Source: an optimization exercise on an open RTL-to-GDS flow (aim: small area, a short achievable clock period and few clock cycles). Production flows keep margins and buffers that such runs may drop. Function was checked by simulation only, so behaviour that the tests miss may differ from the original.

// acc_top
module acc_top (
  input  logic        clk,
  input  logic        arst_n,
  input  logic        reg_wr_en,
  input  logic [2:0]  reg_wr_addr,
  input  logic [31:0] reg_wr_data,
  input  logic [2:0]  reg_rd_addr,
  output logic [31:0] reg_rd_data,
  output logic        mem_req,
  output logic [15:0] mem_addr,
  input  logic        mem_gnt,
  input  logic        mem_rvalid,
  input  logic [31:0] mem_rdata,
  output logic        out_valid,
  output logic [31:0] out_data,
  output logic        out_last,
  input  logic        out_credit
);
  logic [15:0] k_base, k_len, x_base, x_len, a_base, a_len;
  logic        busy;
  logic [7:0]  done_cnt;
  logic        ctrl_go;
  logic        job_done;
  assign ctrl_go = reg_wr_en && (reg_wr_addr == 3'd6) && reg_wr_data[0] && !busy;
  always_ff @(posedge clk or negedge arst_n) begin
    if (!arst_n) begin
      k_base <= '0;
      k_len  <= '0;
      x_base <= '0;
      x_len  <= '0;
      a_base <= '0;
      a_len  <= '0;
    end else if (reg_wr_en) begin
      case (reg_wr_addr)
        3'd0: k_base <= reg_wr_data[15:0];
        3'd1: k_len  <= reg_wr_data[15:0];
        3'd2: x_base <= reg_wr_data[15:0];
        3'd3: x_len  <= reg_wr_data[15:0];
        3'd4: a_base <= reg_wr_data[15:0];
        3'd5: a_len  <= reg_wr_data[15:0];
        default: ;
      endcase
    end
  end
  always_ff @(posedge clk or negedge arst_n) begin
    if (!arst_n) begin
      busy     <= 1'b0;
      done_cnt <= '0;
    end else if (ctrl_go) begin
      busy <= 1'b1;
    end else if (job_done) begin
      busy     <= 1'b0;
      done_cnt <= done_cnt + 1'b1;
    end
  end
  always_comb begin
    reg_rd_data = '0;
    case (reg_rd_addr)
  ...
export LEC_CHECK = 0
export ABC_CLOCK_PERIOD_IN_PS = 3000
export CAP_MARGIN = 20
export CORE_MARGIN = 2
export CORE_UTILIZATION = 65
export CTS_CLUSTER_DIAMETER = 120
export CTS_CLUSTER_SIZE = 22
export SETUP_SLACK_MARGIN = 2.6
export SLEW_MARGIN = 20
export TNS_END_PERCENT = 0
create_clock -name core_clock -period 6.0 [get_ports {clk}]
standard.sh (not shown) runs the stock make flow with config.mk's settings and CLKGATE_MAP_FILE= SYNTH_SCRIPT=/design/flow/synth_recipe.tcl, a recipe that flattens the netlist after the stock synthesis.
==> flow/flow/run.sh <==
#!/bin/bash
# The standard layout, with the port buffers made from the smallest buffer
# cell instead of the default pick; repair still resizes them where needed.
set -o pipefail
export BUFFER_PORTS_ARGS="-buffer_cell sky130_fd_sc_hd__buf_1"
bash standard.sh 2>&1 | tee standard.log
Testbench counts at the start, summed over its fixed seeds: cycles 9,964.
Edit:
==> flow/run.sh (new file) <==
#!/bin/bash
# synth_recipe.tcl (not shown) runs the flow's synth.tcl, then flattens the netlist and writes it again
# the make line also repeats each setting of config.mk as NAME=value (left out here)
make -C /OpenROAD-flow-scripts/flow DESIGN_CONFIG=/design/flow/config.mk WORK_HOME=/design/flow/orfs CLKGATE_MAP_FILE= SYNTH_SCRIPT=/design/flow/synth_recipe.tcl finish
CORE_UTILIZATION = 40   (was 65)
CTS_CLUSTER_DIAMETER = unset   (was 120)
CTS_CLUSTER_SIZE = unset   (was 22)
SETUP_SLACK_MARGIN = 2.8   (was 2.6)
TNS_END_PERCENT = unset   (was 0)
removed: flow/flow/run.sh
removed: flow/standard.sh
Wire length came out higher by roughly a tenth.
Sequential share of layout area came out lower by 4.2 points.
Edit:
==> flow/flow/run.sh (new file) <==
#!/bin/bash
# The standard layout, with the port buffers made from the smallest buffer
# cell instead of the default pick; repair still resizes them where needed.
set -o pipefail
export BUFFER_PORTS_ARGS="-buffer_cell sky130_fd_sc_hd__buf_1"
bash standard.sh 2>&1 | tee standard.log
==> flow/standard.sh (new file) <==
#!/bin/bash
# synth_recipe.tcl (not shown) runs the flow's synth.tcl, then flattens the netlist and writes it again
# the make line also repeats each setting of config.mk as NAME=value (left out here)
make -C /OpenROAD-flow-scripts/flow DESIGN_CONFIG=/design/flow/config.mk WORK_HOME=/design/flow/orfs CLKGATE_MAP_FILE= SYNTH_SCRIPT=/design/flow/synth_recipe.tcl "${@:-finish}"
CORE_UTILIZATION = 65   (was 40)
CTS_CLUSTER_DIAMETER = 120   (was unset)
CTS_CLUSTER_SIZE = 22   (was unset)
SETUP_SLACK_MARGIN = 3.0   (was 2.8)
TNS_END_PERCENT = 0   (was unset)
removed: flow/run.sh
Via count came out lower by 3.0%.
Cell area falls by 12%.
Cell count fell by 14%.
Edit:
CTS_CLUSTER_DIAMETER = unset   (was 120)
CTS_CLUSTER_SIZE = unset   (was 22)
SETUP_SLACK_MARGIN = 2.5   (was 3.0)
TNS_END_PERCENT = unset   (was 0)
The new run went through all stages and came out clean. Wire length rose by 4.3%. Fmax fell by about 2.1%. Cell count rose by about 2.6%. Global-route usage rose by 0.76 points.


acc_top again, from the RTL that the note above started with.
Settings: LEC_CHECK=0, ABC_CLOCK_PERIOD_IN_PS=3000, CAP_MARGIN=20, CORE_MARGIN=2, CORE_UTILIZATION=65, SETUP_SLACK_MARGIN=2.2, SLEW_MARGIN=20; clock period 6.0 ns.
==> flow/flow/run.sh <==
#!/bin/bash
# The standard layout, with the port buffers made from the smallest buffer
# cell instead of the default pick; repair still resizes them where needed.
set -o pipefail
export BUFFER_PORTS_ARGS="-buffer_cell sky130_fd_sc_hd__buf_1"
bash standard.sh 2>&1 | tee standard.log
Testbench counts at the start, summed over its fixed seeds: cycles 9,964.
Then changed:
==> flow/run.sh (new file) <==
#!/bin/bash
# synth_recipe.tcl (not shown) runs the flow's synth.tcl, then flattens the netlist and writes it again
# the make line also repeats each setting of config.mk as NAME=value (left out here)
make -C /OpenROAD-flow-scripts/flow DESIGN_CONFIG=/design/flow/config.mk WORK_HOME=/design/flow/orfs CLKGATE_MAP_FILE= SYNTH_SCRIPT=/design/flow/synth_recipe.tcl finish
--- a/flow/config.mk
+++ b/flow/config.mk
@@ -11,2 +11,4 @@
-export CORE_UTILIZATION = 65
-export SETUP_SLACK_MARGIN = 2.2
+export CORE_UTILIZATION = 40
+export CTS_BUF_LIST = sky130_fd_sc_hd__clkbuf_8
+export CTS_CLUSTER_SIZE = 30
+export SETUP_SLACK_MARGIN = 2.8
removed: flow/flow/run.sh
removed: flow/standard.sh
Result: Maximum frequency goes up by 6.7%. Synthesized area is unchanged. Utilization goes down by 23 points. Cell area goes up by 12%. Clock skew goes up by 18 ps. Wire length goes up by 14%. Clock-buffer cell count goes up by 13.
Then changed:
==> flow/flow/run.sh (new file) <==
#!/bin/bash
# The standard layout, with the port buffers made from the smallest buffer
# cell instead of the default pick; repair still resizes them where needed.
set -o pipefail
export BUFFER_PORTS_ARGS="-buffer_cell sky130_fd_sc_hd__buf_1"
bash standard.sh 2>&1 | tee standard.log
==> flow/standard.sh (new file) <==
#!/bin/bash
# synth_recipe.tcl (not shown) runs the flow's synth.tcl, then flattens the netlist and writes it again
# the make line also repeats each setting of config.mk as NAME=value (left out here)
make -C /OpenROAD-flow-scripts/flow DESIGN_CONFIG=/design/flow/config.mk WORK_HOME=/design/flow/orfs CLKGATE_MAP_FILE= SYNTH_SCRIPT=/design/flow/synth_recipe.tcl "${@:-finish}"
--- a/flow/config.mk
+++ b/flow/config.mk
@@ -11,4 +11,4 @@
-export CORE_UTILIZATION = 40
-export CTS_BUF_LIST = sky130_fd_sc_hd__clkbuf_8
-export CTS_CLUSTER_SIZE = 30
-export SETUP_SLACK_MARGIN = 2.8
+export CORE_UTILIZATION = 65
+export CTS_CLUSTER_DIAMETER = 150
+export CTS_CLUSTER_SIZE = 28
+export SETUP_SLACK_MARGIN = 2.6
@@ -15,0 +16 @@
+export TNS_END_PERCENT = 0
removed: flow/run.sh
The new run produced a clean layout.
Setup slack is worse by 86 ps.
Design area shrinks by 12%.
Utilization went up by 22 points.
Die area decreases by 38%.
First-iteration DRC count grows by about 13%.
Sequential share of layout area increases by 4.6 points.
Via count fell by 5.0%.
Then changed:
--- a/flow/config.mk
+++ b/flow/config.mk
@@ -11,4 +11,4 @@
-export CORE_UTILIZATION = 65
-export CTS_CLUSTER_DIAMETER = 150
-export CTS_CLUSTER_SIZE = 28
-export SETUP_SLACK_MARGIN = 2.6
+export CORE_UTILIZATION = 72
+export CTS_CLUSTER_DIAMETER = 120
+export CTS_CLUSTER_SIZE = 22
+export SETUP_SLACK_MARGIN = 3.0
Result:
- The changed run went through all stages and came out clean
- worst hold slack loses 14 ps
- first-iteration DRC count hardly moves
- worst setup slack gets better by 31 ps
- register-to-register slack barely changes
- sequential share of layout area stays flat
- non-clock buffer count falls by 5
- design area stays flat
Then changed:
--- a/flow/config.mk
+++ b/flow/config.mk
@@ -11,4 +11,2 @@
-export CORE_UTILIZATION = 72
-export CTS_CLUSTER_DIAMETER = 120
-export CTS_CLUSTER_SIZE = 22
-export SETUP_SLACK_MARGIN = 3.0
+export CORE_UTILIZATION = 60
+export SETUP_SLACK_MARGIN = 2.8
@@ -16 +13,0 @@
-export TNS_END_PERCENT = 0
=> The new run completed without violations. Sequential share of layout area falls by 2.9 points. Final cell count rises by 8.3%. Setup slack gets better by 68 ps. Via count falls by 0.85%. Synthesized cell count stays the same. Clock-buffer cell count rises by 29. Design area rises by 8.5%. Core utilization falls by 8.3 points.


Setup of job 8206:
acc_top again, from the RTL that the note above started with.
clock: 6.0 ns
lec_check: 0
abc_clock_period_in_ps: 3000
cap_margin: 20
core_margin: 2
core_utilization: 60
setup_slack_margin: 2.8
slew_margin: 20
tns_end_percent: 0
==> flow/flow/run.sh <==
#!/bin/bash
# The standard layout, with the port buffers made from the smallest buffer
# cell instead of the default pick; repair still resizes them where needed.
set -o pipefail
export BUFFER_PORTS_ARGS="-buffer_cell sky130_fd_sc_hd__buf_1"
bash standard.sh 2>&1 | tee standard.log
Testbench counts of job 8206, summed over its fixed seeds: cycles 9,964.
Edits applied to the flow inputs when going from job 8206 to job 8388:
- TNS_END_PERCENT no longer set, was 0
- SETUP_SLACK_MARGIN now 2.5, was 2.8
==> flow/run.sh (new file) <==
#!/bin/bash
# synth_recipe.tcl (not shown) runs the flow's synth.tcl, then flattens the netlist and writes it again
# the make line also repeats each setting of config.mk as NAME=value (left out here)
make -C /OpenROAD-flow-scripts/flow DESIGN_CONFIG=/design/flow/config.mk WORK_HOME=/design/flow/orfs CLKGATE_MAP_FILE= SYNTH_SCRIPT=/design/flow/synth_recipe.tcl finish
removed: flow/flow/run.sh
removed: flow/standard.sh
## What came out
- Every stage of the flow completed for job 8388, and the final layout passed the timing, DRC and antenna checks.
- Looking at part of the cycle the worst path needs, job 8388 sits below job 8206.
- In the reports for job 8388 and job 8206, the smaller wire length belongs to job 8206.
- Against job 8206, job 8388 comes in 4 lower on clock tree buffer count of the final layout.
- Job 8388 against job 8206: final area now larger; total overflow reported by the global router comparable.
--- input diff job 8388..job 1997 ---
- a change of SETUP_SLACK_MARGIN from 2.5 to 2.8
==> comparison <==
Most utilized layer in the global route result = met2: job 1997; most utilized layer in the global route result = met1: job 8388. Job 8388 ended up with met4 as its topmost layer with routed signal wires; job 1997 ended up with met5. Job 1997 vs job 8388 on total wire length after detailed routing: job 1997 is the higher one. Timing endpoint of the critical path: reg_rd_data[10] -> job 8388, reg_rd_data[13] -> job 1997.

## port drivers added, routing unchanged
The flow's constraints put no driver on any port. The routed layouts listed below were extracted and timed again, unchanged, in two steps. Step 1 sets driving cells, clkbuf_16 on the clock port and buf_2 on the other inputs (assumed; they add their load-dependent delay and slew). Step 2 adds t to the input delays and takes it off the output delays; t is the mean of the earliest and latest rising clock arrival at the registers after step 1. Input paths then give back, and output paths get back, about the clock's delay inside the block. a / b / c = ideal ports / drivers / drivers and shift; a / b = the first two.
run	shift t [ns]	setup WS [ns]	slew at the worst register clock pin (ns)
the first run of note 1	0.624	2.395 / 2.357 / 2.357	0.10 / 0.10
the second run of note 1	0.673	2.407 / 2.345 / 2.345	0.07 / 0.07
the third run of note 1	0.638	2.441 / 2.339 / 2.339	0.11 / 0.11
the fourth run of note 1	0.663	2.364 / 2.322 / 2.322	0.07 / 0.07
the first run of note 2	0.649	2.221 / 2.199 / 2.199	0.07 / 0.07
the second run of note 2	0.726	2.458 / 2.396 / 2.396	0.07 / 0.07
the third run of note 2	0.605	2.372 / 2.319 / 2.319	0.12 / 0.12
the fourth run of note 2	0.629	2.403 / 2.316 / 2.301	0.10 / 0.10
the fifth run of note 2	0.659	2.471 / 2.406 / 2.406	0.06 / 0.06
job 8206	0.640	2.388 / 2.346 / 2.346	0.07 / 0.07
job 8388	0.641	2.409 / 2.347 / 2.030	0.07 / 0.07
job 1997	0.653	2.445 / 2.390 / 2.390	0.06 / 0.06
After both steps setup and hold are still met in every run listed. For job 8388, which loses most, drivers alone change the setup slack by -0.062 ns; drivers and shift together by -0.379 ns.
